This design comes from an exercise in tuning for small area and a short achievable clock period on the open sky130 flow, not from production work.
RTL that was checked went through simulation tests only; none was proved equivalent to the original.
Power figures rest on the tool's default switching activity, not on a simulated workload.

== run K ==
Design store_buffer, start of the top module:
module store_buffer #(
    parameter int sq_depth = 8
) (
    input  logic                            clk,
    input  logic                            rst,
    input  logic                            rob_flush,
    input  logic                            lsq_valid,
    input  logic                            lsq_ready,
    input  logic                            lsq_is_load,
    input  logic [lsu_pkg::xlen-1:0]        lsq_addr,
    input  logic [lsu_pkg::mask_bits-1:0]   lsq_mask,
    input  logic [lsu_pkg::xlen-1:0]        lsq_wdata,
    input  lsu_pkg::load_funct3_e           lsq_funct3,
    input  logic [lsu_pkg::rob_id_bits-1:0] lsq_rob_id,
    input  logic [lsu_pkg::pr_bits-1:0]     lsq_pr_dest,
    input  logic [lsu_pkg::rob_id_bits-1:0] rob_head_id,
    output logic                            lsq_dequeue,
    output logic [lsu_pkg::xlen-1:0]        dcache_addr,
    output logic [lsu_pkg::mask_bits-1:0]   dcache_rmask,
    output logic [lsu_pkg::mask_bits-1:0]   dcache_wmask,
    output logic [lsu_pkg::xlen-1:0]        dcache_wdata,
    input  logic [lsu_pkg::xlen-1:0]        dcache_rdata,
    input  logic                            dcache_resp,
    output logic                            cdb_valid,
    output logic [lsu_pkg::rob_id_bits-1:0] cdb_rob_id,
    output logic [lsu_pkg::pr_bits-1:0]     cdb_pr_dest,
    output logic [lsu_pkg::xlen-1:0]        cdb_result,
    output logic                            store_done
);
export LEC_CHECK = 0
export CAP_MARGIN = 20
export CORE_MARGIN = 2
export CORE_UTILIZATION = 35
export CTS_BUF_LIST = sky130_fd_sc_hd__clkbuf_16
export CTS_CLUSTER_DIAMETER = 120
export CTS_CLUSTER_SIZE = 25
export PLACE_DENSITY = 0.5
export SETUP_SLACK_MARGIN = 3.4
export SLEW_MARGIN = 20
export SYNTH_HIERARCHICAL = 1
export TNS_END_PERCENT = 2
create_clock -name core_clock -period 10.0 [get_ports {clk}]
standard.sh (not shown) runs the stock make flow with config.mk's settings and CLKGATE_MAP_FILE= SYNTH_SCRIPT=/design/flow/synth_recipe.tcl, a recipe that flattens the netlist after the stock synthesis.
==> flow/flow/run.sh <==
#!/bin/bash
# Layout: the standard flow with two changes to how cells are picked.
#  - The port buffers use the smallest buffer cell instead of the one
#    buffer_ports picks by itself; timing repair resizes the critical ones.
#  - Slow wide OR/NOR cells (three or four series PMOS) are added to the
#    platform's don't-use list, so mapping and repair build the wide ORs of
#    the forwarding logic from NAND/AOI stages instead.
set -euo pipefail
export BUFFER_PORTS_ARGS="-buffer_cell sky130_fd_sc_hd__buf_1"
plat=$(make -s -C "$FLOW_HOME" DESIGN_CONFIG="$PWD/config.mk" WORK_HOME="$PWD/orfs" \
       print-DONT_USE_CELLS 2> print_dont_use.log | sed -n 's/^DONT_USE_CELLS: //p')
slow=""
for c in or3_1 or3_2 or3_4 or3b_1 or3b_2 or3b_4 or4_1 or4_2 or4_4 or4b_1 or4b_2 or4b_4 \
         or4bb_1 or4bb_2 or4bb_4 nor4_1 nor4_2 nor4_4 nor4b_1 nor4b_2 nor4b_4 nor4bb_1 \
         nor4bb_2 nor4bb_4 a2111o_1 a2111o_2 a2111o_4 a2111oi_0 a2111oi_1 a2111oi_2 \
         a2111oi_4 o2111a_1 o2111a_2 o2111a_4 o2111ai_1 o2111ai_2 o2111ai_4; do
  slow="$slow sky130_fd_sc_hd__$c"
done
echo "DONT_USE_CELLS=$plat$slow" > dont_use.txt
bash standard.sh "DONT_USE_CELLS=$plat$slow" synth > synth.log 2>&1
bash standard.sh "DONT_USE_CELLS=$plat$slow" finish > layout.log 2>&1
Run K completed every stage of the flow, and the final layout passed the timing, DRC and antenna checks.
Input changes introduced in run B (baseline for comparison: run K):
- SETUP_SLACK_MARGIN: 3.4 -> 3.0
- Worst setup slack for run B is lower than for run K.
- From run K to run B, number of antenna violations at the first check in global routing did not move at all.
- Re logic gate share of total power: run B is 0.2 points down on run K.
- The critical path's largest stage delay of run B is higher than that of run K.
No run of this note included a check of the RTL's function; only the layout flow was run.

========
Another version of the RTL of store_buffer (not shown whole).
Size in the first run: ~2,700 cells after synthesis, about 240 I/O pins, roughly 26,000 µm² of cells after synthesis.
export LEC_CHECK = 0
export CAP_MARGIN = 20
export CORE_MARGIN = 2
export CORE_UTILIZATION = 35
export CTS_BUF_LIST = sky130_fd_sc_hd__clkbuf_16
export CTS_CLUSTER_DIAMETER = 120
export CTS_CLUSTER_SIZE = 25
export PLACE_DENSITY = 0.5
export SETUP_SLACK_MARGIN = 3.4
export SLEW_MARGIN = 20
export SYNTH_HIERARCHICAL = 1
export TNS_END_PERCENT = 2
create_clock -name core_clock -period 10.0 [get_ports {clk}]
Scripts as last shown in full above: flow/flow/run.sh
The first run completed with no timing, DRC or antenna violations.
Rerun with:
- CTS_CLUSTER_SIZE: 25 -> 30
Utilization decreases by 0.13 points.
Final area decreases by 0.34%.
Die area does not change.
Wire length is about the same.
Worst setup slack improved by 0.017 ns.
Clock-buffer cell count decreases by 4.
Cell count hardly moves.
Combinational power hardly moves.
Maximum frequency barely changes.
Total power decreases by 1.5%.
First-iteration DRC count increases by 4.7%.
Rerun with:
- CORE_UTILIZATION: 35 -> 30
- CTS_CLUSTER_SIZE: 30 -> 25
- PLACE_DENSITY: 0.5 -> 0.45
What happened:
- The changed run finished clean
- clock-buffer cell count rose by 6
- maximum frequency rose by 1.0%
- core utilization fell by 5.1 points
- worst setup slack improved by 0.067 ns
- routed wire length rose by 2.8%
- sequential share of layout area fell by 0.66 points
- critical path depth rose by 1
- synthesized area stays the same
- synthesized cell count does not change
- worst hold slack hardly moves
Rerun with:
- CORE_UTILIZATION: 30 -> 35
- PLACE_DENSITY: 0.45 -> 0.5
- SETUP_SLACK_MARGIN: 3.4 -> 3.8
Clock-buffer cell count goes down by 2. Sequential cell count stays the same. Wire length fell by 1.5%. Total power falls by 1.3%. Sequential power hardly moves.

========
## build 16
Another version of the RTL of store_buffer (not shown whole).
Size in the first run: roughly 570 flip-flops.
Design store_buffer, start of the top module:
module store_buffer #(
    parameter int sq_depth = 8
) (
    input  logic                            clk,
    input  logic                            rst,
    input  logic                            rob_flush,
    input  logic                            lsq_valid,
    input  logic                            lsq_ready,
    input  logic                            lsq_is_load,
    input  logic [lsu_pkg::xlen-1:0]        lsq_addr,
    input  logic [lsu_pkg::mask_bits-1:0]   lsq_mask,
    input  logic [lsu_pkg::xlen-1:0]        lsq_wdata,
    input  lsu_pkg::load_funct3_e           lsq_funct3,
    input  logic [lsu_pkg::rob_id_bits-1:0] lsq_rob_id,
    input  logic [lsu_pkg::pr_bits-1:0]     lsq_pr_dest,
    input  logic [lsu_pkg::rob_id_bits-1:0] rob_head_id,
    output logic                            lsq_dequeue,
    output logic [lsu_pkg::xlen-1:0]        dcache_addr,
    output logic [lsu_pkg::mask_bits-1:0]   dcache_rmask,
    output logic [lsu_pkg::mask_bits-1:0]   dcache_wmask,
    output logic [lsu_pkg::xlen-1:0]        dcache_wdata,
    input  logic [lsu_pkg::xlen-1:0]        dcache_rdata,
    input  logic                            dcache_resp,
    output logic                            cdb_valid,
    output logic [lsu_pkg::rob_id_bits-1:0] cdb_rob_id,
    output logic [lsu_pkg::pr_bits-1:0]     cdb_pr_dest,
    output logic [lsu_pkg::xlen-1:0]        cdb_result,
    output logic                            store_done
);
    localparam int aw       = lsu_pkg::xlen - 2;
    logic [sq_depth-1:0][aw-1:0] q_addr;
    logic [sq_depth-1:0][3:0]    q_mask;
    logic [sq_depth-1:0][31:0]   q_data;
    logic [sq_depth-1:0][3:0]    q_live;
    logic [sq_depth-1:0]         q_valid;    
    logic [sq_depth-1:0]         head_oh;    
    logic busy;         
    logic busy_load;    
  ...
Settings: LEC_CHECK=0, CAP_MARGIN=20, CORE_MARGIN=2, CORE_UTILIZATION=50, CTS_BUF_LIST=sky130_fd_sc_hd__clkbuf_16, CTS_CLUSTER_DIAMETER=80, CTS_CLUSTER_SIZE=25, PLACE_DENSITY=0.6, SETUP_SLACK_MARGIN=5, SLEW_MARGIN=20, SYNTH_HIERARCHICAL=1, TNS_END_PERCENT=2; clock period 10.0 ns.
==> flow/flow/run.sh <==
#!/bin/bash
# Layout: the standard flow, with the port buffers made from the smallest
# buffer cell instead of the one buffer_ports picks by itself. Timing repair
# resizes the ones on critical paths later, as usual.
set -euo pipefail
export BUFFER_PORTS_ARGS="-buffer_cell sky130_fd_sc_hd__buf_1"
bash standard.sh synth > synth.log 2>&1
bash standard.sh > layout.log 2>&1
Edits applied to the flow inputs when going from build 16 to build 64:
- changing PLACE_DENSITY from 0.6 to 0.5
- changing CORE_UTILIZATION from 50 to 35
Notes after the runs:
- Run comparison: build 64 last element of the critical path dcache_addr[6]; build 16 last element of the critical path cdb_result[23]
- Instance area after placement on build 64 is up relative to build 16.
- Compared with build 16, in build 64 non-clock inverter total of the final layout now sits at about the same level; transition time at the pin with the least slew margin now sits higher.
- lsq_addr[27] as the origin of the worst setup path was reported by build 64, and lsq_addr[17] by build 16.
Relative to build 64, the following input files were edited for build 14:
- SETUP_SLACK_MARGIN: 5 -> 3.2
==> flow/flow/run.sh <==
#!/bin/bash
# Layout: the standard flow with two changes to how cells are picked.
#  - The port buffers use the smallest buffer cell instead of the one
#    buffer_ports picks by itself; timing repair resizes the critical ones.
#  - Slow wide OR/NOR cells (three or four series PMOS) are added to the
#    platform's don't-use list, so mapping and repair build the wide ORs of
#    the forwarding logic from NAND/AOI stages instead.
set -euo pipefail
export BUFFER_PORTS_ARGS="-buffer_cell sky130_fd_sc_hd__buf_1"
plat=$(make -s -C "$FLOW_HOME" DESIGN_CONFIG="$PWD/config.mk" WORK_HOME="$PWD/orfs" \
       print-DONT_USE_CELLS 2> print_dont_use.log | sed -n 's/^DONT_USE_CELLS: //p')
slow=""
for c in or3_1 or3_2 or3_4 or3b_1 or3b_2 or3b_4 or4_1 or4_2 or4_4 or4b_1 or4b_2 or4b_4 \
         or4bb_1 or4bb_2 or4bb_4 nor4_1 nor4_2 nor4_4 nor4b_1 nor4b_2 nor4b_4 nor4bb_1 \
         nor4bb_2 nor4bb_4 a2111o_1 a2111o_2 a2111o_4 a2111oi_0 a2111oi_1 a2111oi_2 \
         a2111oi_4 o2111a_1 o2111a_2 o2111a_4 o2111ai_1 o2111ai_2 o2111ai_4; do
  slow="$slow sky130_fd_sc_hd__$c"
done
echo "DONT_USE_CELLS=$plat$slow" > dont_use.txt
bash standard.sh "DONT_USE_CELLS=$plat$slow" synth > synth.log 2>&1
bash standard.sh "DONT_USE_CELLS=$plat$slow" finish > layout.log 2>&1
Notes after the runs:
Total power down 0.069 mW in build 14 wrt build 64
Number of tapcells was lower in build 14 than in build 64.
Build 14 against build 64: total vias in the final route now larger, basic-gate share of the synthesized area counting and, or, nand and nor cells -1.3 points, sum of net half-perimeters after detailed placement fell by about 1.9%.
The final reports for build 14 and build 64 show antenna cell count higher in the former.
[inputs] build 31 vs build 14
- SETUP_SLACK_MARGIN: 3.2 -> 5
### Flow results
Achievable frequency sits higher in build 31 than in build 14.
The area added between synthesis and finish reported for build 31 is greater than that of build 14 by 6.4 points.
Setup slack in build 31 is larger than in build 14.
Routed wire length in build 31 is 1500 um higher than in build 14
Measured against each other, build 31 and build 14 differ in total power, the lower figure coming from build 14.

## re-timing with driven ports
How much do the figures lean on ideal ports? The routed layouts below were timed once more, with nothing changed but the port constraints. Step 1, drivers: a clkbuf_16 drives clk and a buf_2 each remaining input, both assumed. Step 2 times the ports against the registers' clock, not the clock port: input delays grow and output delays shrink by t, the midpoint of the rising clock arrivals with the driver on. a / b / c = ideal / step 1 / step 2; a / b = the first two.
| run | t, ns | setup slack, ns | worst hold slack (ns) | worst data-port slew with drivers (ns) |
|---|---|---|---|---|
| run K | 0.680 | 3.332 / 3.309 / 3.309 | 0.481 / 0.481 / 0.481 | 0.07 |
| run B | 0.680 | 3.036 / 3.012 / 3.012 | 0.484 / 0.484 / 0.484 | 0.07 |
| the first run of note 2 | 0.669 | 3.391 / 3.362 / 3.362 | 0.476 / 0.476 / 0.476 | 0.10 |
| the second run of note 2 | 0.665 | 3.407 / 3.379 / 3.379 | 0.478 / 0.478 / 0.478 | 0.12 |
| the third run of note 2 | 0.683 | 3.474 / 3.447 / 3.447 | 0.479 / 0.479 / 0.479 | 0.13 |
| the fourth run of note 2 | 0.669 | 3.543 / 3.511 / 3.511 | 0.476 / 0.476 / 0.476 | 0.12 |
| build 16 | 0.639 | 3.178 / 3.107 / 3.107 | 0.458 / 0.458 / 0.458 | 0.10 |
| build 64 | 0.651 | 3.192 / 3.105 / 3.105 | 0.453 / 0.453 / 0.453 | 0.11 |
| build 14 | 0.649 | 3.197 / 3.169 / 3.169 | 0.461 / 0.461 / 0.461 | 0.11 |
| build 31 | 0.649 | 3.397 / 3.255 / 3.255 | 0.460 / 0.460 / 0.460 | 0.17 |
After both steps every run listed still meets setup and hold. For build 31, which loses most, drivers alone change the setup slack by -0.142 ns; drivers and shift together by -0.142 ns.
